This design comes from an exercise in tuning for small area and a short achievable clock period on the open sky130 flow, not from production work.
In this exercise RTL edits were held to simulation tests only and were not proved equivalent to the original.
No activity file was given, so power comes from the tool's default toggle rates.

[design/flow/config.mk]
export PLATFORM = sky130hd
export DESIGN_NAME = dla_core
export DESIGN_NICKNAME = dla_core
export VERILOG_FILES = /design/flow/design.v
export SDC_FILE = /design/flow/constraint.sdc
export NUM_CORES = 4
export LEC_CHECK = 0
export CAP_MARGIN = 20
export CORE_MARGIN = 2
export CORE_UTILIZATION = 45
export CTS_BUF_LIST = sky130_fd_sc_hd__clkbuf_8
export CTS_CLUSTER_DIAMETER = 60
export CTS_CLUSTER_SIZE = 16
export SETUP_SLACK_MARGIN = 5
export SLEW_MARGIN = 20
export TNS_END_PERCENT = 3
[design/flow/constraint.sdc]
create_clock -name core_clock -period 9.0 [get_ports {clock}]
set_input_delay 1.8000 -clock core_clock [delete_from_list [all_inputs] [get_ports {clock}]]
set_output_delay 1.8000 -clock core_clock [all_outputs]
set_load 0.01 [all_outputs]
[design/flow/design.v]
package dla_pkg;
    localparam int DIM_WID   = 6;
    localparam int DEPTH_WID = 4;
    localparam int SHIFT_WID = 5;
    localparam int ADDR_WID  = 16;
    localparam int SUM_WID   = 36;
endpackage
`timescale 1ns/100ps
import dla_pkg::*;
module tile_sequencer (
    input  logic                 clock,
    input  logic                 rst,
    input  logic                 tile_start,
    input  logic [DIM_WID-1:0]   tile_length,
    input  logic [DIM_WID-1:0]   tile_height,
    input  logic [DEPTH_WID-1:0] valid_num,
    input  logic [SHIFT_WID-1:0] qtf_shift,
    input  logic                 beat_valid,
    input  logic [15:0]          ifm_pixel,
    input  logic [127:0]         wgt_vec,
    output logic                 busy,
    output logic                 v1,
    output logic                 f1,
    output logic                 l1,
    output logic                 e1,
    output logic                 t1,
    output logic [7:0]           neg1,
    output logic [7:0]           one1,
    output logic [7:0]           two1,
    output logic                 nf1,
    output logic [7:0]           nneg1,
    output logic [7:0]           none1,
    output logic [7:0]           ntwo1,
    output logic [127:0]         w1,
    output logic [SHIFT_WID-1:0] sh1
);
    logic [DIM_WID-1:0]   len_m1;
    logic [DEPTH_WID-1:0] vn_m1;
    logic [SHIFT_WID-1:0] sh_cfg;
    logic [DEPTH_WID-1:0] beat_left;
    logic [DIM_WID-1:0]   col_left;
    logic [DIM_WID-1:0]   row_left;
    logic                 first_f;
    logic accept, beat_last, col_last, row_last;
    logic [7:0] neg0, one0, two0;
    assign accept    = busy && beat_valid;
    assign beat_last = (beat_left == '0);
    assign col_last  = (col_left == '0);
    assign row_last  = (row_left == '0);
    always_ff @(posedge clock) begin
        if (rst) begin
            busy <= 1'b0;
        end else if (!busy) begin
            busy <= tile_start;
        end else if (accept && beat_last && col_last && row_last) begin
            busy <= 1'b0;
        end
    end
    always_ff @(posedge clock) begin
        if (!busy) begin
            len_m1    <= tile_length - DIM_WID'(1);
            vn_m1     <= valid_num - DEPTH_WID'(1);
            sh_cfg    <= qtf_shift;
            beat_left <= valid_num - DEPTH_WID'(1);
            col_left  <= tile_length - DIM_WID'(1);
            row_left  <= tile_height - DIM_WID'(1);
            first_f   <= 1'b1;
        end else if (accept) begin
            first_f <= beat_last;
            if (!beat_last) begin
                beat_left <= beat_left - DEPTH_WID'(1);
            end else begin
                beat_left <= vn_m1;
                if (!col_last) begin
                    col_left <= col_left - DIM_WID'(1);
                end else begin
                    col_left <= len_m1;
                    row_left <= row_left - DIM_WID'(1);
                end
            end
        end
    end
    always_ff @(posedge clock) begin
        if (rst) begin
            v1 <= 1'b0;
        end else begin
            v1 <= accept;
        end
    end
    booth_enc u_enc (.x(ifm_pixel), .neg(neg0), .one(one0), .two(two0));
    always_ff @(posedge clock) begin
        f1   <= first_f && accept;
        l1   <= beat_last;
        e1   <= col_last;
        t1   <= col_last && row_last;
        neg1 <= neg0 & {8{accept}};
        one1 <= one0 & {8{accept}};
        two1 <= two0 & {8{accept}};
        nf1   <= !(first_f && accept);
        nneg1 <= ~(neg0 & {8{accept}});
        none1 <= ~(one0 & {8{accept}});
        ntwo1 <= ~(two0 & {8{accept}});
        w1   <= wgt_vec;
        sh1  <= sh_cfg;
    end
endmodule
`timescale 1ns/100ps
import dla_pkg::*;
module mac_row (
    input  logic                            clock,
    input  logic                            rst,
    input  logic                            v1,
    input  logic                            f1,
    input  logic                            l1,
    input  logic [7:0]                      neg1,
    input  logic [7:0]                      one1,
    input  logic [7:0]                      two1,
    input  logic                            nf1,
    input  logic [7:0]                      nneg1,
    input  logic [7:0]                      none1,
    input  logic [7:0]                      ntwo1,
    input  logic [127:0]                    w1,
    input  logic [127:0]                    bias,
    output logic                            pv3,
    output logic [7:0][SUM_WID-1:0]         acc
);
    logic                          v2, l2;
    logic                          f2, nf2, f2c, nf2d;
    logic [7:0][SUM_WID-1:0]       ps, pc, ps2, pc2;
    logic [7:0][1:0]               btop2;
    for (genvar i = 0; i < 8; i++) begin : g_lane
        booth_mul u_mul (
            .neg (i < 4 ? neg1 : ~nneg1),
            .one (i < 4 ? one1 : ~none1),
            .two (i < 4 ? two1 : ~ntwo1),
            .w   (w1[16*i +: 16]),
            .b   (bias[16*i +: 14]),
            .bf  (i < 4 ? f1 : !nf1),
            .ps  (ps[i]),
            .pc  (pc[i])
        );
    end
    always_ff @(posedge clock) begin
        if (rst) begin
            v2 <= 1'b0;
        end else begin
            v2 <= v1;
        end
    end
    always_ff @(posedge clock) begin
        f2   <= f1;
        nf2  <= nf1;
        f2c  <= !nf1;
        nf2d <= !f1;
        l2  <= l1;
        ps2 <= ps;
        pc2 <= pc;
        for (int i = 0; i < 8; i++) begin
            btop2[i] <= bias[16*i+14 +: 2];
        end
    end
    always_ff @(posedge clock) begin
        if (rst) begin
            pv3 <= 1'b0;
        end else begin
            pv3 <= v2 && l2;
        end
    end
    for (genvar i = 0; i < 8; i++) begin : g_acc
        logic [SUM_WID-1:0] base, xs, xc;
        logic first;
        assign first = (i < 2) ? f2 : (i < 4) ? f2c : (i < 6) ? !nf2 : !nf2d;
        assign base = first ? {{(SUM_WID-15){btop2[i][1]}}, btop2[i][0], 14'b0} : acc[i];
        assign xs   = base ^ ps2[i] ^ pc2[i];
        assign xc   = ((base & ps2[i]) | (base & pc2[i]) | (ps2[i] & pc2[i])) << 1;
        always_ff @(posedge clock) begin
            acc[i] <= xs + xc;
        end
    end
endmodule
module booth_enc (
    input  logic [15:0] x,
    output logic [7:0] neg,
    output logic [7:0] one,
    output logic [7:0] two
);
    wire [16:0] xe = {x, 1'b0};
    genvar j;
    for (j = 0; j < 8; j++) begin : g_dig
        assign neg[j] = xe[2*j+2];
        assign one[j] = xe[2*j+1] ^ xe[2*j];
        assign two[j] = (xe[2*j+2] & ~xe[2*j+1] & ~xe[2*j]) | (~xe[2*j+2] & xe[2*j+1] & xe[2*j]);
    end
endmodule
module booth_mul (
    input  logic [7:0] neg,
    input  logic [7:0] one,
    input  logic [7:0] two,
    input  logic [15:0] w,
    input  logic [13:0] b,
    input  logic bf,
    output logic [35:0] ps,
    output logic [35:0] pc
);
    wire [16:0] we = {w[15], w};
    wire [16:0] we2 = {w, 1'b0};
    wire [13:0] bb = b & {14{bf}};
    wire [16:0] pp0 = (({17{one[0]}} & we) | ({17{two[0]}} & we2)) ^ {17{neg[0]}};
    wire [16:0] pp1 = (({17{one[1]}} & we) | ({17{two[1]}} & we2)) ^ {17{neg[1]}};
    wire [16:0] pp2 = (({17{one[2]}} & we) | ({17{two[2]}} & we2)) ^ {17{neg[2]}};
    wire [16:0] pp3 = (({17{one[3]}} & we) | ({17{two[3]}} & we2)) ^ {17{neg[3]}};
    wire [16:0] pp4 = (({17{one[4]}} & we) | ({17{two[4]}} & we2)) ^ {17{neg[4]}};
    wire [16:0] pp5 = (({17{one[5]}} & we) | ({17{two[5]}} & we2)) ^ {17{neg[5]}};
    wire [16:0] pp6 = (({17{one[6]}} & we) | ({17{two[6]}} & we2)) ^ {17{neg[6]}};
    wire [16:0] pp7 = (({17{one[7]}} & we) | ({17{two[7]}} & we2)) ^ {17{neg[7]}};
    wire hs0 = neg[4] ^ pp0[8];
    wire hc0 = neg[4] & pp0[8];
    wire hs1 = pp0[9] ^ pp1[7];
    wire hc1 = pp0[9] & pp1[7];
    wire fs2 = neg[5] ^ pp0[10] ^ pp1[8];
    wire fc2 = (neg[5] & pp0[10]) | (neg[5] & pp1[8]) | (pp0[10] & pp1[8]);
    wire hs3 = pp2[6] ^ pp3[4];
    wire hc3 = pp2[6] & pp3[4];
    wire fs4 = pp0[11] ^ pp1[9] ^ pp2[7];
    wire fc4 = (pp0[11] & pp1[9]) | (pp0[11] & pp2[7]) | (pp1[9] & pp2[7]);
    wire hs5 = pp3[5] ^ pp4[3];
    wire hc5 = pp3[5] & pp4[3];
    wire fs6 = neg[6] ^ pp0[12] ^ pp1[10];
    wire fc6 = (neg[6] & pp0[12]) | (neg[6] & pp1[10]) | (pp0[12] & pp1[10]);
    wire fs7 = pp2[8] ^ pp3[6] ^ pp4[4];
    wire fc7 = (pp2[8] & pp3[6]) | (pp2[8] & pp4[4]) | (pp3[6] & pp4[4]);
    wire hs8 = pp5[2] ^ pp6[0];
    wire hc8 = pp5[2] & pp6[0];
    wire fs9 = pp0[13] ^ pp1[11] ^ pp2[9];
    wire fc9 = (pp0[13] & pp1[11]) | (pp0[13] & pp2[9]) | (pp1[11] & pp2[9]);
    wire fs10 = pp3[7] ^ pp4[5] ^ pp5[3];
    wire fc10 = (pp3[7] & pp4[5]) | (pp3[7] & pp5[3]) | (pp4[5] & pp5[3]);
    wire hs11 = pp6[1] ^ bb[13];
    wire hc11 = pp6[1] & bb[13];
    wire fs12 = neg[7] ^ pp0[14] ^ pp1[12];
    wire fc12 = (neg[7] & pp0[14]) | (neg[7] & pp1[12]) | (pp0[14] & pp1[12]);
    wire fs13 = pp2[10] ^ pp3[8] ^ pp4[6];
    wire fc13 = (pp2[10] & pp3[8]) | (pp2[10] & pp4[6]) | (pp3[8] & pp4[6]);
    wire fs14 = pp5[4] ^ pp6[2] ^ pp7[0];
    wire fc14 = (pp5[4] & pp6[2]) | (pp5[4] & pp7[0]) | (pp6[2] & pp7[0]);
    wire fs15 = pp0[15] ^ pp1[13] ^ pp2[11];
    wire fc15 = (pp0[15] & pp1[13]) | (pp0[15] & pp2[11]) | (pp1[13] & pp2[11]);
    wire fs16 = pp3[9] ^ pp4[7] ^ pp5[5];
    wire fc16 = (pp3[9] & pp4[7]) | (pp3[9] & pp5[5]) | (pp4[7] & pp5[5]);
    wire hs17 = pp6[3] ^ pp7[1];
    wire hc17 = pp6[3] & pp7[1];
    wire fs18 = ~(~pp0[16] ^ pp1[14]);
    wire fc18 = ~pp0[16] | pp1[14];
    wire fs19 = pp2[12] ^ pp3[10] ^ pp4[8];
    wire fc19 = (pp2[12] & pp3[10]) | (pp2[12] & pp4[8]) | (pp3[10] & pp4[8]);
    wire fs20 = pp5[6] ^ pp6[4] ^ pp7[2];
    wire fc20 = (pp5[6] & pp6[4]) | (pp5[6] & pp7[2]) | (pp6[4] & pp7[2]);
    wire fs21 = ~(pp1[15] ^ pp2[13]);
    wire fc21 = pp1[15] | pp2[13];
    wire fs22 = pp3[11] ^ pp4[9] ^ pp5[7];
    wire fc22 = (pp3[11] & pp4[9]) | (pp3[11] & pp5[7]) | (pp4[9] & pp5[7]);
    wire hs23 = pp6[5] ^ pp7[3];
    wire hc23 = pp6[5] & pp7[3];
    wire fs24 = ~pp1[16] ^ pp2[14] ^ pp3[12];
    wire fc24 = (~pp1[16] & pp2[14]) | (~pp1[16] & pp3[12]) | (pp2[14] & pp3[12]);
    wire fs25 = pp4[10] ^ pp5[8] ^ pp6[6];
    wire fc25 = (pp4[10] & pp5[8]) | (pp4[10] & pp6[6]) | (pp5[8] & pp6[6]);
    wire fs26 = ~(pp2[15] ^ pp3[13]);
    wire fc26 = pp2[15] | pp3[13];
    wire hs27 = pp4[11] ^ pp5[9];
    wire hc27 = pp4[11] & pp5[9];
    wire fs28 = ~pp2[16] ^ pp3[14] ^ pp4[12];
    wire fc28 = (~pp2[16] & pp3[14]) | (~pp2[16] & pp4[12]) | (pp3[14] & pp4[12]);
    wire hs29 = ~pp3[15];
    wire hc29 = pp3[15];
    wire hs30 = neg[2] ^ pp0[4];
    wire hc30 = neg[2] & pp0[4];
    wire hs31 = pp0[5] ^ pp1[3];
    wire hc31 = pp0[5] & pp1[3];
    wire fs32 = neg[3] ^ pp0[6] ^ pp1[4];
    wire fc32 = (neg[3] & pp0[6]) | (neg[3] & pp1[4]) | (pp0[6] & pp1[4]);
    wire hs33 = pp2[2] ^ pp3[0];
    wire hc33 = pp2[2] & pp3[0];
    wire fs34 = pp0[7] ^ pp1[5] ^ pp2[3];
    wire fc34 = (pp0[7] & pp1[5]) | (pp0[7] & pp2[3]) | (pp1[5] & pp2[3]);
    wire hs35 = pp3[1] ^ bb[7];
    wire hc35 = pp3[1] & bb[7];
    wire fs36 = pp1[6] ^ pp2[4] ^ pp3[2];
    wire fc36 = (pp1[6] & pp2[4]) | (pp1[6] & pp3[2]) | (pp2[4] & pp3[2]);
    wire fs37 = pp4[0] ^ hs0 ^ bb[8];
    wire fc37 = (pp4[0] & hs0) | (pp4[0] & bb[8]) | (hs0 & bb[8]);
    wire fs38 = pp2[5] ^ pp3[3] ^ pp4[1];
    wire fc38 = (pp2[5] & pp3[3]) | (pp2[5] & pp4[1]) | (pp3[3] & pp4[1]);
    wire fs39 = hc0 ^ hs1 ^ bb[9];
    wire fc39 = (hc0 & hs1) | (hc0 & bb[9]) | (hs1 & bb[9]);
    wire fs40 = pp4[2] ^ pp5[0] ^ hc1;
    wire fc40 = (pp4[2] & pp5[0]) | (pp4[2] & hc1) | (pp5[0] & hc1);
    wire fs41 = hs3 ^ fs2 ^ bb[10];
    wire fc41 = (hs3 & fs2) | (hs3 & bb[10]) | (fs2 & bb[10]);
    wire fs42 = pp5[1] ^ hc3 ^ hs5;
    wire fc42 = (pp5[1] & hc3) | (pp5[1] & hs5) | (hc3 & hs5);
    wire fs43 = fc2 ^ fs4 ^ bb[11];
    wire fc43 = (fc2 & fs4) | (fc2 & bb[11]) | (fs4 & bb[11]);
    wire fs44 = hc5 ^ hs8 ^ fc4;
    wire fc44 = (hc5 & hs8) | (hc5 & fc4) | (hs8 & fc4);
    wire fs45 = fs6 ^ fs7 ^ bb[12];
    wire fc45 = (fs6 & fs7) | (fs6 & bb[12]) | (fs7 & bb[12]);
    wire fs46 = hc8 ^ fc6 ^ fc7;
    wire fc46 = (hc8 & fc6) | (hc8 & fc7) | (fc6 & fc7);
    wire fs47 = fs9 ^ fs10 ^ hs11;
    wire fc47 = (fs9 & fs10) | (fs9 & hs11) | (fs10 & hs11);
    wire fs48 = fc9 ^ fc10 ^ fs12;
    wire fc48 = (fc9 & fc10) | (fc9 & fs12) | (fc10 & fs12);
    wire fs49 = fs13 ^ fs14 ^ hc11;
    wire fc49 = (fs13 & fs14) | (fs13 & hc11) | (fs14 & hc11);
    wire fs50 = hs17 ^ fc12 ^ fc13;
    wire fc50 = (hs17 & fc12) | (hs17 & fc13) | (fc12 & fc13);
    wire fs51 = fc14 ^ fs15 ^ fs16;
    wire fc51 = (fc14 & fs15) | (fc14 & fs16) | (fs15 & fs16);
    wire fs52 = hc17 ^ fc15 ^ fc16;
    wire fc52 = (hc17 & fc15) | (hc17 & fc16) | (fc15 & fc16);
    wire fs53 = fs18 ^ fs19 ^ fs20;
    wire fc53 = (fs18 & fs19) | (fs18 & fs20) | (fs19 & fs20);
    wire fs54 = hs23 ^ fc18 ^ fc19;
    wire fc54 = (hs23 & fc18) | (hs23 & fc19) | (fc18 & fc19);
    wire fs55 = fc20 ^ fs21 ^ fs22;
    wire fc55 = (fc20 & fs21) | (fc20 & fs22) | (fs21 & fs22);
    wire fs56 = pp7[4] ^ hc23 ^ fc21;
    wire fc56 = (pp7[4] & hc23) | (pp7[4] & fc21) | (hc23 & fc21);
    wire fs57 = fc22 ^ fs24 ^ fs25;
    wire fc57 = (fc22 & fs24) | (fc22 & fs25) | (fs24 & fs25);
    wire fs58 = pp6[7] ^ pp7[5] ^ hs27;
    wire fc58 = (pp6[7] & pp7[5]) | (pp6[7] & hs27) | (pp7[5] & hs27);
    wire fs59 = fc24 ^ fc25 ^ fs26;
    wire fc59 = (fc24 & fc25) | (fc24 & fs26) | (fc25 & fs26);
    wire fs60 = pp5[10] ^ pp6[8] ^ pp7[6];
    wire fc60 = (pp5[10] & pp6[8]) | (pp5[10] & pp7[6]) | (pp6[8] & pp7[6]);
    wire fs61 = hc27 ^ fc26 ^ fs28;
    wire fc61 = (hc27 & fc26) | (hc27 & fs28) | (fc26 & fs28);
    wire fs62 = pp4[13] ^ pp5[11] ^ pp6[9];
    wire fc62 = (pp4[13] & pp5[11]) | (pp4[13] & pp6[9]) | (pp5[11] & pp6[9]);
    wire fs63 = pp7[7] ^ hs29 ^ fc28;
    wire fc63 = (pp7[7] & hs29) | (pp7[7] & fc28) | (hs29 & fc28);
    wire fs64 = ~pp3[16] ^ pp4[14] ^ pp5[12];
    wire fc64 = (~pp3[16] & pp4[14]) | (~pp3[16] & pp5[12]) | (pp4[14] & pp5[12]);
    wire fs65 = pp6[10] ^ pp7[8] ^ hc29;
    wire fc65 = (pp6[10] & pp7[8]) | (pp6[10] & hc29) | (pp7[8] & hc29);
    wire fs66 = ~(pp4[15] ^ pp5[13]);
    wire fc66 = pp4[15] | pp5[13];
    wire hs67 = pp6[11] ^ pp7[9];
    wire hc67 = pp6[11] & pp7[9];
    wire fs68 = ~pp4[16] ^ pp5[14] ^ pp6[12];
    wire fc68 = (~pp4[16] & pp5[14]) | (~pp4[16] & pp6[12]) | (pp5[14] & pp6[12]);
    wire hs69 = ~pp5[15];
    wire hc69 = pp5[15];
    wire hs70 = neg[1] ^ pp0[2];
    wire hc70 = neg[1] & pp0[2];
    wire hs71 = pp0[3] ^ pp1[1];
    wire hc71 = pp0[3] & pp1[1];
    wire fs72 = pp1[2] ^ pp2[0] ^ hs30;
    wire fc72 = (pp1[2] & pp2[0]) | (pp1[2] & hs30) | (pp2[0] & hs30);
    wire fs73 = pp2[1] ^ hc30 ^ hs31;
    wire fc73 = (pp2[1] & hc30) | (pp2[1] & hs31) | (hc30 & hs31);
    wire fs74 = hc31 ^ hs33 ^ fs32;
    wire fc74 = (hc31 & hs33) | (hc31 & fs32) | (hs33 & fs32);
    wire fs75 = hc33 ^ fc32 ^ fs34;
    wire fc75 = (hc33 & fc32) | (hc33 & fs34) | (fc32 & fs34);
    wire fs76 = fc34 ^ fs36 ^ hc35;
    wire fc76 = (fc34 & fs36) | (fc34 & hc35) | (fs36 & hc35);
    wire fs77 = fc36 ^ fs38 ^ fc37;
    wire fc77 = (fc36 & fs38) | (fc36 & fc37) | (fs38 & fc37);
    wire fs78 = fc38 ^ fs40 ^ fc39;
    wire fc78 = (fc38 & fs40) | (fc38 & fc39) | (fs40 & fc39);
    wire fs79 = fc40 ^ fs42 ^ fc41;
    wire fc79 = (fc40 & fs42) | (fc40 & fc41) | (fs42 & fc41);
    wire fs80 = fc42 ^ fs44 ^ fc43;
    wire fc80 = (fc42 & fs44) | (fc42 & fc43) | (fs44 & fc43);
    wire fs81 = fc44 ^ fs46 ^ fc45;
    wire fc81 = (fc44 & fs46) | (fc44 & fc45) | (fs46 & fc45);
    wire fs82 = fc46 ^ fs48 ^ fc47;
    wire fc82 = (fc46 & fs48) | (fc46 & fc47) | (fs48 & fc47);
    wire fs83 = fc48 ^ fs50 ^ fs51;
    wire fc83 = (fc48 & fs50) | (fc48 & fs51) | (fs50 & fs51);
    wire fs84 = fc50 ^ fc51 ^ fs52;
    wire fc84 = (fc50 & fc51) | (fc50 & fs52) | (fc51 & fs52);
    wire fs85 = fc52 ^ fc53 ^ fs54;
    wire fc85 = (fc52 & fc53) | (fc52 & fs54) | (fc53 & fs54);
    wire fs86 = fc54 ^ fc55 ^ fs56;
    wire fc86 = (fc54 & fc55) | (fc54 & fs56) | (fc55 & fs56);
    wire fs87 = fs58 ^ fc56 ^ fc57;
    wire fc87 = (fs58 & fc56) | (fs58 & fc57) | (fc56 & fc57);
    wire fs88 = fs60 ^ fc58 ^ fc59;
    wire fc88 = (fs60 & fc58) | (fs60 & fc59) | (fc58 & fc59);
    wire fs89 = fc60 ^ fs62 ^ fc61;
    wire fc89 = (fc60 & fs62) | (fc60 & fc61) | (fs62 & fc61);
    wire fs90 = fc62 ^ fs64 ^ fs65;
    wire fc90 = (fc62 & fs64) | (fc62 & fs65) | (fs64 & fs65);
    wire fs91 = hs67 ^ fc64 ^ fs66;
    wire fc91 = (hs67 & fc64) | (hs67 & fs66) | (fc64 & fs66);
    wire fs92 = pp7[10] ^ hc67 ^ fc66;
    wire fc92 = (pp7[10] & hc67) | (pp7[10] & fc66) | (hc67 & fc66);
    wire fs93 = pp6[13] ^ pp7[11] ^ hs69;
    wire fc93 = (pp6[13] & pp7[11]) | (pp6[13] & hs69) | (pp7[11] & hs69);
    wire fs94 = ~pp5[16] ^ pp6[14] ^ pp7[12];
    wire fc94 = (~pp5[16] & pp6[14]) | (~pp5[16] & pp7[12]) | (pp6[14] & pp7[12]);
    wire hs95 = ~pp6[15];
    wire hc95 = pp6[15];
    wire hs96 = neg[0] ^ pp0[0];
    wire hc96 = neg[0] & pp0[0];
    wire hs97 = pp0[1] ^ bb[1];
    wire hc97 = pp0[1] & bb[1];
    wire fs98 = pp1[0] ^ hs70 ^ bb[2];
    wire fc98 = (pp1[0] & hs70) | (pp1[0] & bb[2]) | (hs70 & bb[2]);
    wire fs99 = hc70 ^ hs71 ^ bb[3];
    wire fc99 = (hc70 & hs71) | (hc70 & bb[3]) | (hs71 & bb[3]);
    wire fs100 = hc71 ^ fs72 ^ bb[4];
    wire fc100 = (hc71 & fs72) | (hc71 & bb[4]) | (fs72 & bb[4]);
    wire fs101 = fc72 ^ fs73 ^ bb[5];
    wire fc101 = (fc72 & fs73) | (fc72 & bb[5]) | (fs73 & bb[5]);
    wire fs102 = fc73 ^ fs74 ^ bb[6];
    wire fc102 = (fc73 & fs74) | (fc73 & bb[6]) | (fs74 & bb[6]);
    wire fs103 = fc74 ^ fs75 ^ hs35;
    wire fc103 = (fc74 & fs75) | (fc74 & hs35) | (fs75 & hs35);
    wire fs104 = fc75 ^ fs37 ^ fs76;
    wire fc104 = (fc75 & fs37) | (fc75 & fs76) | (fs37 & fs76);
    wire fs105 = fs39 ^ fc76 ^ fs77;
    wire fc105 = (fs39 & fc76) | (fs39 & fs77) | (fc76 & fs77);
    wire fs106 = fs41 ^ fc77 ^ fs78;
    wire fc106 = (fs41 & fc77) | (fs41 & fs78) | (fc77 & fs78);
    wire fs107 = fs43 ^ fc78 ^ fs79;
    wire fc107 = (fs43 & fc78) | (fs43 & fs79) | (fc78 & fs79);
    wire fs108 = fs45 ^ fc79 ^ fs80;
    wire fc108 = (fs45 & fc79) | (fs45 & fs80) | (fc79 & fs80);
    wire fs109 = fs47 ^ fc80 ^ fs81;
    wire fc109 = (fs47 & fc80) | (fs47 & fs81) | (fc80 & fs81);
    wire fs110 = fs49 ^ fc81 ^ fs82;
    wire fc110 = (fs49 & fc81) | (fs49 & fs82) | (fc81 & fs82);
    wire fs111 = fs83 ^ fc49 ^ fc82;
    wire fc111 = (fs83 & fc49) | (fs83 & fc82) | (fc49 & fc82);
    wire fs112 = fs53 ^ fc83 ^ fs84;
    wire fc112 = (fs53 & fc83) | (fs53 & fs84) | (fc83 & fs84);
    wire fs113 = fs55 ^ fc84 ^ fs85;
    wire fc113 = (fs55 & fc84) | (fs55 & fs85) | (fc84 & fs85);
    wire fs114 = fs57 ^ fc85 ^ fs86;
    wire fc114 = (fs57 & fc85) | (fs57 & fs86) | (fc85 & fs86);
    wire fs115 = fs59 ^ fc86 ^ fs87;
    wire fc115 = (fs59 & fc86) | (fs59 & fs87) | (fc86 & fs87);
    wire fs116 = fs61 ^ fc87 ^ fs88;
    wire fc116 = (fs61 & fc87) | (fs61 & fs88) | (fc87 & fs88);
    wire fs117 = fs63 ^ fc88 ^ fs89;
    wire fc117 = (fs63 & fc88) | (fs63 & fs89) | (fc88 & fs89);
    wire fs118 = fc63 ^ fs90 ^ fc89;
    wire fc118 = (fc63 & fs90) | (fc63 & fc89) | (fs90 & fc89);
    wire fs119 = fc65 ^ fs91 ^ fc90;
    wire fc119 = (fc65 & fs91) | (fc65 & fc90) | (fs91 & fc90);
    wire fs120 = fs68 ^ fc91 ^ fs92;
    wire fc120 = (fs68 & fc91) | (fs68 & fs92) | (fc91 & fs92);
    wire fs121 = fc68 ^ fs93 ^ fc92;
    wire fc121 = (fc68 & fs93) | (fc68 & fc92) | (fs93 & fc92);
    wire fs122 = hc69 ^ fs94 ^ fc93;
    wire fc122 = (hc69 & fs94) | (hc69 & fc93) | (fs94 & fc93);
    wire fs123 = pp7[13] ^ hs95 ^ fc94;
    wire fc123 = (pp7[13] & hs95) | (pp7[13] & fc94) | (hs95 & fc94);
    wire fs124 = ~pp6[16] ^ pp7[14] ^ hc95;
    wire fc124 = (~pp6[16] & pp7[14]) | (~pp6[16] & hc95) | (pp7[14] & hc95);
    wire hs125 = ~pp7[15];
    wire hc125 = pp7[15];
    assign ps = {1'b1, 1'b1, 1'b1, 1'b1, 1'b1, hc125, fc124, fc123, fc122, fc121, fc120, fc119, fc118, fc117, fc116, fc115, fc114, fc113, fc112, fc111, fc110, fc109, fc108, fc107, fc106, fc105, fc104, fc103, fc102, fc101, fc100, fc99, fc98, hc97, hc96, hs96};
    assign pc = {1'b0, 1'b0, 1'b0, 1'b0, 1'b0, ~pp7[16], hs125, fs124, fs123, fs122, fs121, fs120, fs119, fs118, fs117, fs116, fs115, fs114, fs113, fs112, fs111, fs110, fs109, fs108, fs107, fs106, fs105, fs104, fs103, fs102, fs101, fs100, fs99, fs98, hs97, bb[0]};
endmodule
`timescale 1ns/100ps
import dla_pkg::*;
module qtf_unit (
    input  logic                     clock,
    input  logic                     rst,
    input  logic                     pv3,
    input  logic [7:0][SUM_WID-1:0]  acc,
    input  logic [SHIFT_WID-1:0]     sh3,
    input  logic [SUM_WID-17:0]      keep3,
    output logic                     pv4,
    output logic [7:0][15:0]         sv4,
    output logic [7:0]               ovf4,
    output logic [7:0]               sgn4
);
    always_ff @(posedge clock) begin
        if (rst) begin
            pv4 <= 1'b0;
        end else begin
            pv4 <= pv3;
        end
    end
    for (genvar i = 0; i < 8; i++) begin : g_lane
        logic [SUM_WID-1:0] s;
        logic               sgn;
        logic [SUM_WID+14:0] a0;
        logic [30:0]         a1;
        logic [22:0]         a2;
        logic [18:0]         a3;
        logic [16:0]         a4;
        logic [15:0]         t;
        assign s   = acc[i];
        assign sgn = s[SUM_WID-1];
        assign a0  = {{15{sgn}}, s};
        assign a1  = sh3[4] ? a0[46:16] : a0[30:0];
        assign a2  = sh3[3] ? a1[30:8]  : a1[22:0];
        assign a3  = sh3[2] ? a2[22:4]  : a2[18:0];
        assign a4  = sh3[1] ? a3[18:2]  : a3[16:0];
        assign t   = sh3[0] ? a4[16:1]  : a4[15:0];
        always_ff @(posedge clock) begin
            sv4[i]  <= t;
            ovf4[i] <= |((s[SUM_WID-2:15] ^ {(SUM_WID-16){sgn}}) & keep3);
            sgn4[i] <= sgn;
        end
    end
endmodule
`timescale 1ns/100ps
import dla_pkg::*;
module glb_writer (
    input  logic                  clock,
    input  logic                  rst,
    input  logic [ADDR_WID-1:0]   of_base_addr,
    input  logic [ADDR_WID-1:0]   of_page_length,
    input  logic                  pv4,
    input  logic                  e4,
    input  logic                  t4,
    input  logic [7:0][15:0]      sv4,
    input  logic [7:0]            ovf4,
    input  logic [7:0]            sgn4,
    output logic                  of_wr_en,
    output logic [ADDR_WID-1:0]   of_wr_addr,
    output logic [127:0]          of_wr_data,
    output logic                  tile_done
);
    logic                nf;         
    logic                peor;       
    logic [ADDR_WID-1:0] row_base;   
    logic [ADDR_WID-1:0] ax, ay, an;
    assign ax = row_base + of_page_length;
    assign ay = of_wr_addr + ADDR_WID'(1);
    assign an = nf ? of_base_addr : (peor ? ax : ay);
    always_ff @(posedge clock) begin
        if (rst) begin
            of_wr_en  <= 1'b0;
            tile_done <= 1'b0;
            nf        <= 1'b1;
        end else begin
            of_wr_en  <= pv4;
            tile_done <= pv4 && t4;
            if (pv4) begin
                nf <= t4;
            end
        end
    end
    always_ff @(posedge clock) begin
        for (int i = 0; i < 8; i++) begin
            of_wr_data[16*i +: 16] <= ovf4[i] ? {sgn4[i], {15{~sgn4[i]}}} : sv4[i];
        end
        if (pv4) begin
            peor       <= e4;
            of_wr_addr <= an;
            if (nf || peor) begin
                row_base <= an;
            end
        end
    end
endmodule
`timescale 1ns/100ps
import dla_pkg::*;
module dla_core #(
    parameter int SIZE     = 8,
    parameter int DATA_WID = 16,
    parameter int ACC_WID  = 40
) (
    input  logic                          clock,
    input  logic                          rst,
    input  logic                          tile_start,
    input  logic [DIM_WID-1:0]            tile_length,
    input  logic [DIM_WID-1:0]            tile_height,
    input  logic [DEPTH_WID-1:0]          valid_num,
    input  logic [SHIFT_WID-1:0]          qtf_shift,
    input  logic [SIZE*DATA_WID-1:0]      bias,
    output logic                          busy,
    input  logic                          beat_valid,
    input  logic signed [DATA_WID-1:0]    ifm_pixel,
    input  logic [SIZE*DATA_WID-1:0]      wgt_vec,
    input  logic [ADDR_WID-1:0]           of_base_addr,
    input  logic [ADDR_WID-1:0]           of_page_length,
    output logic                          of_wr_en,
    output logic [ADDR_WID-1:0]           of_wr_addr,
    output logic [SIZE*DATA_WID-1:0]      of_wr_data,
    output logic                          tile_done
);
    logic                    v1, f1, l1, e1, t1;
    logic [7:0]              neg1, one1, two1;
    logic                    nf1;
    logic [7:0]              nneg1, none1, ntwo1;
    logic [127:0]            w1;
    logic [SHIFT_WID-1:0]    sh1, sh2, sh3;
    logic                    e2, t2, e3, t3, e4, t4;
    logic                    pv3, pv4;
    logic [7:0][SUM_WID-1:0] acc;
    logic [7:0][15:0]        sv4;
    logic [7:0]              ovf4, sgn4;
    logic [SUM_WID-17:0]     keep3;
    tile_sequencer u_tile_sequencer (
        .clock       (clock),
        .rst         (rst),
        .tile_start  (tile_start),
        .tile_length (tile_length),
        .tile_height (tile_height),
        .valid_num   (valid_num),
        .qtf_shift   (qtf_shift),
        .beat_valid  (beat_valid),
        .ifm_pixel   (ifm_pixel),
        .wgt_vec     (wgt_vec),
        .busy        (busy),
        .v1          (v1),
        .f1          (f1),
        .l1          (l1),
        .e1          (e1),
        .t1          (t1),
        .neg1        (neg1),
        .one1        (one1),
        .two1        (two1),
        .nf1         (nf1),
        .nneg1       (nneg1),
        .none1       (none1),
        .ntwo1       (ntwo1),
        .w1          (w1),
        .sh1         (sh1)
    );
    mac_row u_mac_row (
        .clock (clock),
        .rst   (rst),
        .v1    (v1),
        .f1    (f1),
        .l1    (l1),
        .neg1  (neg1),
        .one1  (one1),
        .two1  (two1),
        .nf1   (nf1),
        .nneg1 (nneg1),
        .none1 (none1),
        .ntwo1 (ntwo1),
        .w1    (w1),
        .bias  (bias),
        .pv3   (pv3),
        .acc   (acc)
    );
    always_ff @(posedge clock) begin
        e2  <= e1;
        t2  <= t1;
        e3  <= e2;
        t3  <= t2;
        e4  <= e3;
        t4  <= t3;
        sh2 <= sh1;
        sh3 <= sh2;
        for (int k = 0; k <= SUM_WID - 17; k++) begin
            keep3[k] <= (k >= int'(sh2));
        end
    end
    qtf_unit u_qtf_unit (
        .clock (clock),
        .rst   (rst),
        .pv3   (pv3),
        .acc   (acc),
        .sh3   (sh3),
        .keep3 (keep3),
        .pv4   (pv4),
        .sv4   (sv4),
        .ovf4  (ovf4),
        .sgn4  (sgn4)
    );
    glb_writer u_glb_writer (
        .clock          (clock),
        .rst            (rst),
        .of_base_addr   (of_base_addr),
        .of_page_length (of_page_length),
        .pv4            (pv4),
        .e4             (e4),
        .t4             (t4),
        .sv4            (sv4),
        .ovf4           (ovf4),
        .sgn4           (sgn4),
        .of_wr_en       (of_wr_en),
        .of_wr_addr     (of_wr_addr),
        .of_wr_data     (of_wr_data),
        .tile_done      (tile_done)
    );
endmodule
[design/flow/flow/run.sh]
#!/bin/bash
# Own layout flow:
#  1. the standard synthesis, unchanged;
#  2. flow/invpush.py rewrites its netlist: a full adder is self-dual, so
#     inverters on two or three of an adder's inputs are moved to its outputs,
#     where most cancel against the inverters that follow, and an inverter
#     that alone loads a gate is merged into it (nand2 + inv -> and2, ...);
#     no register is touched;
#  3. the standard ORFS steps from floorplan to finish, with the resizer
#     allowed to change a cell's footprint so repair can upsize gates, a
#     setup repair margin of 5.5 ns, and
#     every port buffered with a plain buffer (buf_2) rather than the delay
#     cell buffer_ports picks by default.
# Each step's full output goes to a log file in this folder; ORFS's own
# per-step logs stay under orfs/logs.
set -euo pipefail
bash standard.sh synth > synth.log 2>&1
EXTRA="MATCH_CELL_FOOTPRINT=0 SETUP_SLACK_MARGIN=5.5 'BUFFER_PORTS_ARGS=-buffer_cell sky130_fd_sc_hd__buf_2'"
R=orfs/results/${FLOW_PLATFORM:-sky130hd}/dla_core/base
cp $R/1_2_yosys.v synth_netlist.v
python3 flow/invpush.py synth_netlist.v $R/1_2_yosys.v > invpush.log 2>&1
rm -f $R/1_synth.odb $R/1_synth.sdc
sed 's/ "${@:-finish}"/ '"$EXTRA"' "${@:-finish}"/' standard.sh > layout.sh
bash layout.sh finish > layout.log 2>&1
[design/flow/flow/invpush.py]
#!/usr/bin/env python3
"""Push inverters through full adders in a flat sky130hd netlist.

A full adder is self-dual: fa(~a, ~b, ~c) = (~sum, ~cout). Where two or three
of a full adder's inputs come from inverters, the adder is rewired to the
uninverted signals (an inverter is added on any input that was not
inverted) and its outputs are inverted instead; double inverters are then
bypassed and inverters left without loads removed.

Usage: invpush.py IN.v OUT.v
"""
import re
import sys
from collections import defaultdict

INV = re.compile(r"sky130_fd_sc_hd__(clk)?inv_\d+$")
FA = re.compile(r"sky130_fd_sc_hd__fa_\d+$")
OUTPINS = {"X", "Y", "Q", "Q_N", "SUM", "COUT", "HI", "LO"}

src = open(sys.argv[1]).read()
m = re.search(r"\bmodule\s+(\w+)\s*\((.*?)\);", src, re.S)
head_end = m.end()
endm = src.rindex("endmodule")
body = src[head_end:endm]

# statements in the body
stmts = [s.strip() for s in body.split(";") if s.strip()]
decls, assigns, insts = [], [], []
inst_re = re.compile(r"^(\S+)\s+(\S+)\s*\((.*)\)$", re.S)
ports_out = set()
ports_in = set()
for s in stmts:
    if s.startswith(("wire", "input", "output", "inout", "reg")):
        decls.append(s)
        if s.startswith("output"):
            ports_out.update(re.findall(r"([\w\\\[\]\.$]+)\s*$", s))
        continue
    if s.startswith("assign"):
        assigns.append(s)
        continue
    mm = inst_re.match(s)
    if not mm:
        decls.append(s)
        continue
    pins = {}
    for p, n in re.findall(r"\.(\w+)\s*\(\s*([^()]*?)\s*\)", mm.group(3)):
        pins[p] = n
    insts.append([mm.group(1), mm.group(2), pins])

# nets used in assigns or as ports are kept as they are
protected = set()
for a in assigns:
    for tok in re.findall(r"[\\\w][^\s,;{}=]*", a[len("assign"):]):
        protected.add(tok.strip())
for d in decls:
    if d.startswith(("input", "output", "inout")):
        for tok in re.findall(r"(\\\S+|\w+)\s*$", d):
            protected.add(tok)

cells = {}
for t, n, p in insts:
    cells[n] = [t, p]

newid = [0]


def fresh(prefix):
    newid[0] += 1
    return f"{prefix}{newid[0]}_"


new_wires = []


def build_maps():
    drv, loads = {}, defaultdict(list)
    for n, (t, p) in cells.items():
        for pin, net in p.items():
            if pin in OUTPINS:
                drv[net] = n
            else:
                loads[net].append((n, pin))
    return drv, loads


def is_inv(n):
    return n in cells and INV.search(cells[n][0]) is not None


changed = True
rounds = 0
while changed and rounds < 50:
    changed = False
    rounds += 1
    drv, loads = build_maps()
    for n in list(cells):
        if n not in cells:
            continue
        t, p = cells[n]
        if not FA.search(t):
            continue
        ins = ["A", "B", "CIN"]
        inv_in = [drv.get(p[i]) if is_inv(drv.get(p[i])) else None for i in ins]
        k = sum(1 for x in inv_in if x)
        if k < 2:
            continue
        # rewire inputs
        for i, iv in zip(ins, inv_in):
            if iv:
                p[i] = cells[iv][1]["A"]
            else:
                w = "_ip" + fresh("") 
                w = "\\" + w.lstrip("\\") if False else w
                new_wires.append(w)
                cells[fresh("_ipinv")] = ["sky130_fd_sc_hd__inv_1", {"A": p[i], "Y": w}]
                p[i] = w
        # invert outputs
        for o in ("SUM", "COUT"):
            if o not in p:
                continue
            old = p[o]
            w = fresh("_op")
            new_wires.append(w)
            p[o] = w
            cells[fresh("_opinv")] = ["sky130_fd_sc_hd__inv_1", {"A": w, "Y": old}]
        changed = True
        drv, loads = build_maps()
    # bypass double inverters: inv2(inv1(x)) -> loads of inv2 read x
    drv, loads = build_maps()
    for n in list(cells):
        if n not in cells or not is_inv(n):
            continue
        t, p = cells[n]
        d = drv.get(p["A"])
        if d is None or not is_inv(d):
            continue
        x = cells[d][1]["A"]
        y = p["Y"]
        if y in protected:
            continue
        for (ln, lp) in loads[y]:
            cells[ln][1][lp] = x
        del cells[n]
        changed = True
        drv, loads = build_maps()
    # remove dead inverters
    drv, loads = build_maps()
    for n in list(cells):
        if is_inv(n) and not loads.get(cells[n][1]["Y"]) and cells[n][1]["Y"] not in protected:
            del cells[n]
            changed = True


# Peephole: an inverter whose input comes from a gate that drives nothing
# else becomes part of that gate, which is swapped for its complement
# (nand2 + inv -> and2, xnor2 + inv -> xor2, ...).
COMPL = {}
for x, y in [("nand2", "and2"), ("nor2", "or2"), ("nand2b", "and2b"), ("nor2b", "or2b"),
             ("xor2", "xnor2"), ("xnor2", "xor2"), ("a21oi", "a21o"), ("o21ai", "o21a"),
             ("a22oi", "a22o"), ("o22ai", "o22a"), ("a21boi", "a21bo"), ("o21bai", "o21ba"),
             ("nand3", "and3"), ("nor3", "or3"), ("a211oi", "a211o"), ("o211ai", "o211a"),
             ("a31oi", "a31o"), ("o31ai", "o31a"), ("a32oi", "a32o"), ("o32ai", "o32a"),
             ("nand4", "and4"), ("nor4", "or4"), ("a2bb2oi", "a2bb2o"), ("o2bb2ai", "o2bb2a"),
             ("a221oi", "a221o"), ("o221ai", "o221a"), ("a311oi", "a311o"), ("o311ai", "o311a"),
             ("a41oi", "a41o"), ("o41ai", "o41a"), ("a2111oi", "a2111o"), ("o2111ai", "o2111a"),
             ("mux2i", "mux2"), ("nand3b", "and3b"), ("nor3b", "or3b"), ("nand4b", "and4b"),
             ("nor4b", "or4b"), ("xnor3", "xor3"), ("xor3", "xnor3")]:
    COMPL[x] = y
# output pin of each kind: inverting cells drive Y, the others X
YOUT = {"nand2", "nor2", "nand2b", "nor2b", "xnor2", "a21oi", "o21ai", "a22oi", "o22ai",
        "a21boi", "o21bai", "nand3", "nor3", "a211oi", "o211ai", "a31oi", "o31ai", "a32oi",
        "o32ai", "nand4", "nor4", "a2bb2oi", "o2bb2ai", "a221oi", "o221ai", "a311oi", "o311ai",
        "a41oi", "o41ai", "a2111oi", "o2111ai", "mux2i", "nand3b", "nor3b", "nand4b", "nor4b"}
# drive strengths that exist for each complement kind
SIZES = {"and2": [0, 1, 2, 4], "or2": [0, 1, 2, 4], "mux2": [1, 2, 4, 8]}
cellre = re.compile(r"sky130_fd_sc_hd__([a-z0-9]+)_(\d+)$")
npeep = 0
drv, loads = build_maps()
for n in list(cells):
    if n not in cells or not is_inv(n):
        continue
    a, y = cells[n][1]["A"], cells[n][1]["Y"]
    d = drv.get(a)
    if d is None or a in protected or len(loads.get(a, [])) != 1:
        continue
    g = d
    mt = cellre.match(cells[g][0])
    if not mt or mt.group(1) not in COMPL:
        continue
    kind, size = mt.group(1), int(mt.group(2))
    ck = COMPL[kind]
    sizes = SIZES.get(ck, [1, 2, 4])
    csize = min([z for z in sizes if z >= max(size, 1)] or [max(sizes)])
    opin = "Y" if kind in YOUT else "X"
    npin = "Y" if ck in YOUT else "X"
    gp = cells[g][1]
    del gp[opin]
    gp[npin] = y
    cells[g][0] = f"sky130_fd_sc_hd__{ck}_{csize}"
    del cells[n]
    npeep += 1
    drv, loads = build_maps()

out = [src[:head_end]]
for d in decls:
    out.append("  " + d + " ;")
for w in new_wires:
    out.append(f"  wire {w};")
for n, (t, p) in cells.items():
    conns = ", ".join(f".{k}({v} )" for k, v in p.items())
    out.append(f"  {t} {n} ({conns});")
for a in assigns:
    out.append("  " + a + " ;")
out.append("endmodule")
open(sys.argv[2], "w").write("\n".join(out) + "\n")
ninv = sum(1 for n in cells if is_inv(n))
print(f"rounds {rounds}, inverters now {ninv}, {npeep} merged into gates", file=sys.stderr)
[design/flow/standard.sh]
#!/bin/bash
# synth_recipe.tcl (not shown) runs the flow's synth.tcl, then flattens the netlist and writes it again
# the make line also repeats each setting of config.mk as NAME=value (left out here)
make -C /OpenROAD-flow-scripts/flow DESIGN_CONFIG=/design/flow/config.mk WORK_HOME=/design/flow/orfs CLKGATE_MAP_FILE= SYNTH_SCRIPT=/design/flow/synth_recipe.tcl "${@:-finish}"
==> results.cfg <==
[cts]
hold_buffers = 0
cts_buffer_depth = 3
cts_buffers = 148
clk_pin_slew_ns = 0.10
ctsRootBufferMaster = clkbuf_8
worstSkewPairLatency_ns = 1.00
htreeDepth = 4
cts_tree = built
cts.sinks = 1372

[layout]
drive_gt1_share_pct = 14.6
layout_commonest_cell = dfxtp_1
area_growth_pct = 11.0
fin_nets = 12400
layout_common_cells = 1240 x dfxtp_1, 1042 x fa_1, 907 x inv_1
fin_util_pct = 50.1

[timing]
grt_setup_unrepaired = true
slew_headroom_pct = 15.4
slew_viol_final = 0
skew_ns = 0.0584
fin_tns_setup_ns = 0
period_needed_ns = 3.90
period_share_pct = 43.3
setup_viol = 0
fmax_mhz = 257
finalHoldViolCount = 0
max_slew.worst_pin.slew_ns = 1.26

[synth]
avgSynthCellArea_um2 = 9.86
syn_area_um2 = 103000
synthCells = 10500
synthesis.nets = 12300
ys.warnings.count = 5

[route]
vias = 82500
routed_via_density = 6.03
first_pass_iters = 14
drc_errors = 0
drtIter0Drc = 9638
wl_per_cell_um = 27.7
postRouteAntennaNets = 0
wirelength_um = 379000

[global_routing]
grt_usage_pct = 31.2
grt_max_degree = 161
overflow = 0
grt_pass1_vias = 83400
grt_pass1_wl_um = 550000
grt_antenna_before_repair = 36

[placed_design]
portBuffers = 475
gp_congestion = 0.965
hpwl_um = 270000

[die]
io_pins = 476
core_area_um2 = 229000
die_x_um = 483
rows = 176
initial_core_util_pct = 45.1
die_y_um = 483
dieArea_um2 = 234000

[setup_path]
arrival_ns = 4.70
critPathMaxStageDelay_ns = 1.23
worstSetupPathType = flip-flop to flip-flop
crit_buf_inv = 1
crit_path_start = keep3[2]
path_cells = clkinv_1 > o22ai_1 > or3_1 > nor4_1 > a21oi_1
worstPathMaxFanout = 10
end_kind = flip-flop
r2r-end = u_qtf_unit.ovf4[6]
slowest_stage = clkinv_1
cpLargestDelayFamily = compound AO/OA/AOI/OAI gates
regToRegSetupSlack_ns = 5.10
r2r_start = keep3[2]
required_ns = 9.80
worst_r2r_path_depth = 5
cp-endpoint = u_qtf_unit.ovf4[6]
start_kind = flip-flop
crit_cells = 5

[power]
p_per_area_nw_per_um2 = 385
peakVddDrop_uv = 255
p_leak_nw = 47.7

[worst_hold_path]
hold_path.class = flip-flop to flip-flop

[run_status]
outcome = finished clean

[job]
cap_violations = 0
==> layout make-up <==
class / count / area, µm²
Clock buffer: 158 / 2170
Clock inverter: 109 / 1230
Sequential cell: 1372 / 28300
Timing Repair Buffer: 725 / 5440
Multi-Input combinational cell: 7369 / 70400
Antenna cell: 21 / 52.6
Tap cell: 3026 / 3790
Fill cell: 21000 / 114000
Inverter: 913 / 3460
==> routing by layer <==
metal	share of wire, %	track usage (%)
met5	0.079	0.306
met1	42	42.7
met3	13	10.8
met4	5.1	13.6
met2	41	44.3
==> report_power, final <==
group | switching [W] | internal, W | total [W]
Sequential | 0.00237 | 0.00871 | 0.0111
Clock | 0.00270 | 0.00203 | 0.00473
Combinational | 0.0161 | 0.0123 | 0.0284
Total | 0.0212 | 0.0231 | 0.0442
==> worst min path at each step <==
stage                                 start      to  slack (ns)  cells past startpoint
floorplan               u_tile_sequencer.e1      e2        0.31                      0
CTS                     u_tile_sequencer.e1      e2        0.33                      0
global route        u_tile_sequencer.sh1[0]  sh2[0]        0.34                      0
detailed placement      u_tile_sequencer.e1      e2        0.31                      0
global placement        u_tile_sequencer.e1      e2        0.31                      0
finish                  u_tile_sequencer.e1      e2        0.33                      0
==> per-stage QoR <==
stage / hold slack (ns) / std cells / total power, W / setup WS, ns / cell area [µm²]
after CTS: 0.334 / 13600 / 0.0423 / 5.28 / 113000
after global routing: 0.342 / 13700 / 0.0475 / 5.21 / 115000
after detailed placement: 0.312 / 13300 / 0.0365 / 4.36 / 107000
final: 0.334 / 13700 / 0.0442 / 5.10 / 115000
after floorplan: 0.310 / 10500 / 0.0289 / 5.18 / 104000
after global placement: 0.312 / 13300 / 0.0363 / 4.33 / 107000
==> state kept, by name, indices dropped and copies added (netlist names), 16 cells and up <==
name                     count
u_mac_row.ps2              248
u_mac_row.btop2             16
u_glb_writer.row_base       16
keep3                       20
u_tile_sequencer.w1        128
u_qtf_unit.sv4             128
u_mac_row.acc              288
u_glb_writer.of_wr_data    128
u_mac_row.pc2              248
u_glb_writer.of_wr_addr     16
==> what timing repair did <==
item	CTS	global route
gates resized for setup	282	264
pin swaps	65	94
cloned	9	6
hold endpoints to repair	0	0
setup endpoints to repair	465	356
setup buffers	58	78
==> worst reg2reg max path: cells and delay by family (launching register included) <==
kind	cells	cell delay, ns
buf+inv	1	1.24
compound gates	2	1.32
simple gates	2	0.21
flops	1	0.92

[separate check: timing with driven ports]
The results above use ideal ports. As a check the final layout listed here was re-extracted and re-timed, cells and wires unchanged. Step 1: set_driving_cell puts a clkbuf_16 on clock and a buf_2 on each other input, an assumption about the parent block. Step 2 moves the port delays by t, midway between the first and last clock arrival at a register: inputs arrive t later, outputs are due t later. That takes back most of the time a late clock gives input paths. Three values: no drivers, after step 1, after step 2; two values: the first two.
shift t [ns]: 1.066
setup slack, ns: 5.102 / 5.102 / 4.661
clock arrival spread, ns: 0.071 / 0.071
pins driven straight from the clock port: 1
After both steps this run still meets setup and hold. The setup slack of this run moves by 0.000 ns with the drivers and by -0.441 ns with both steps.
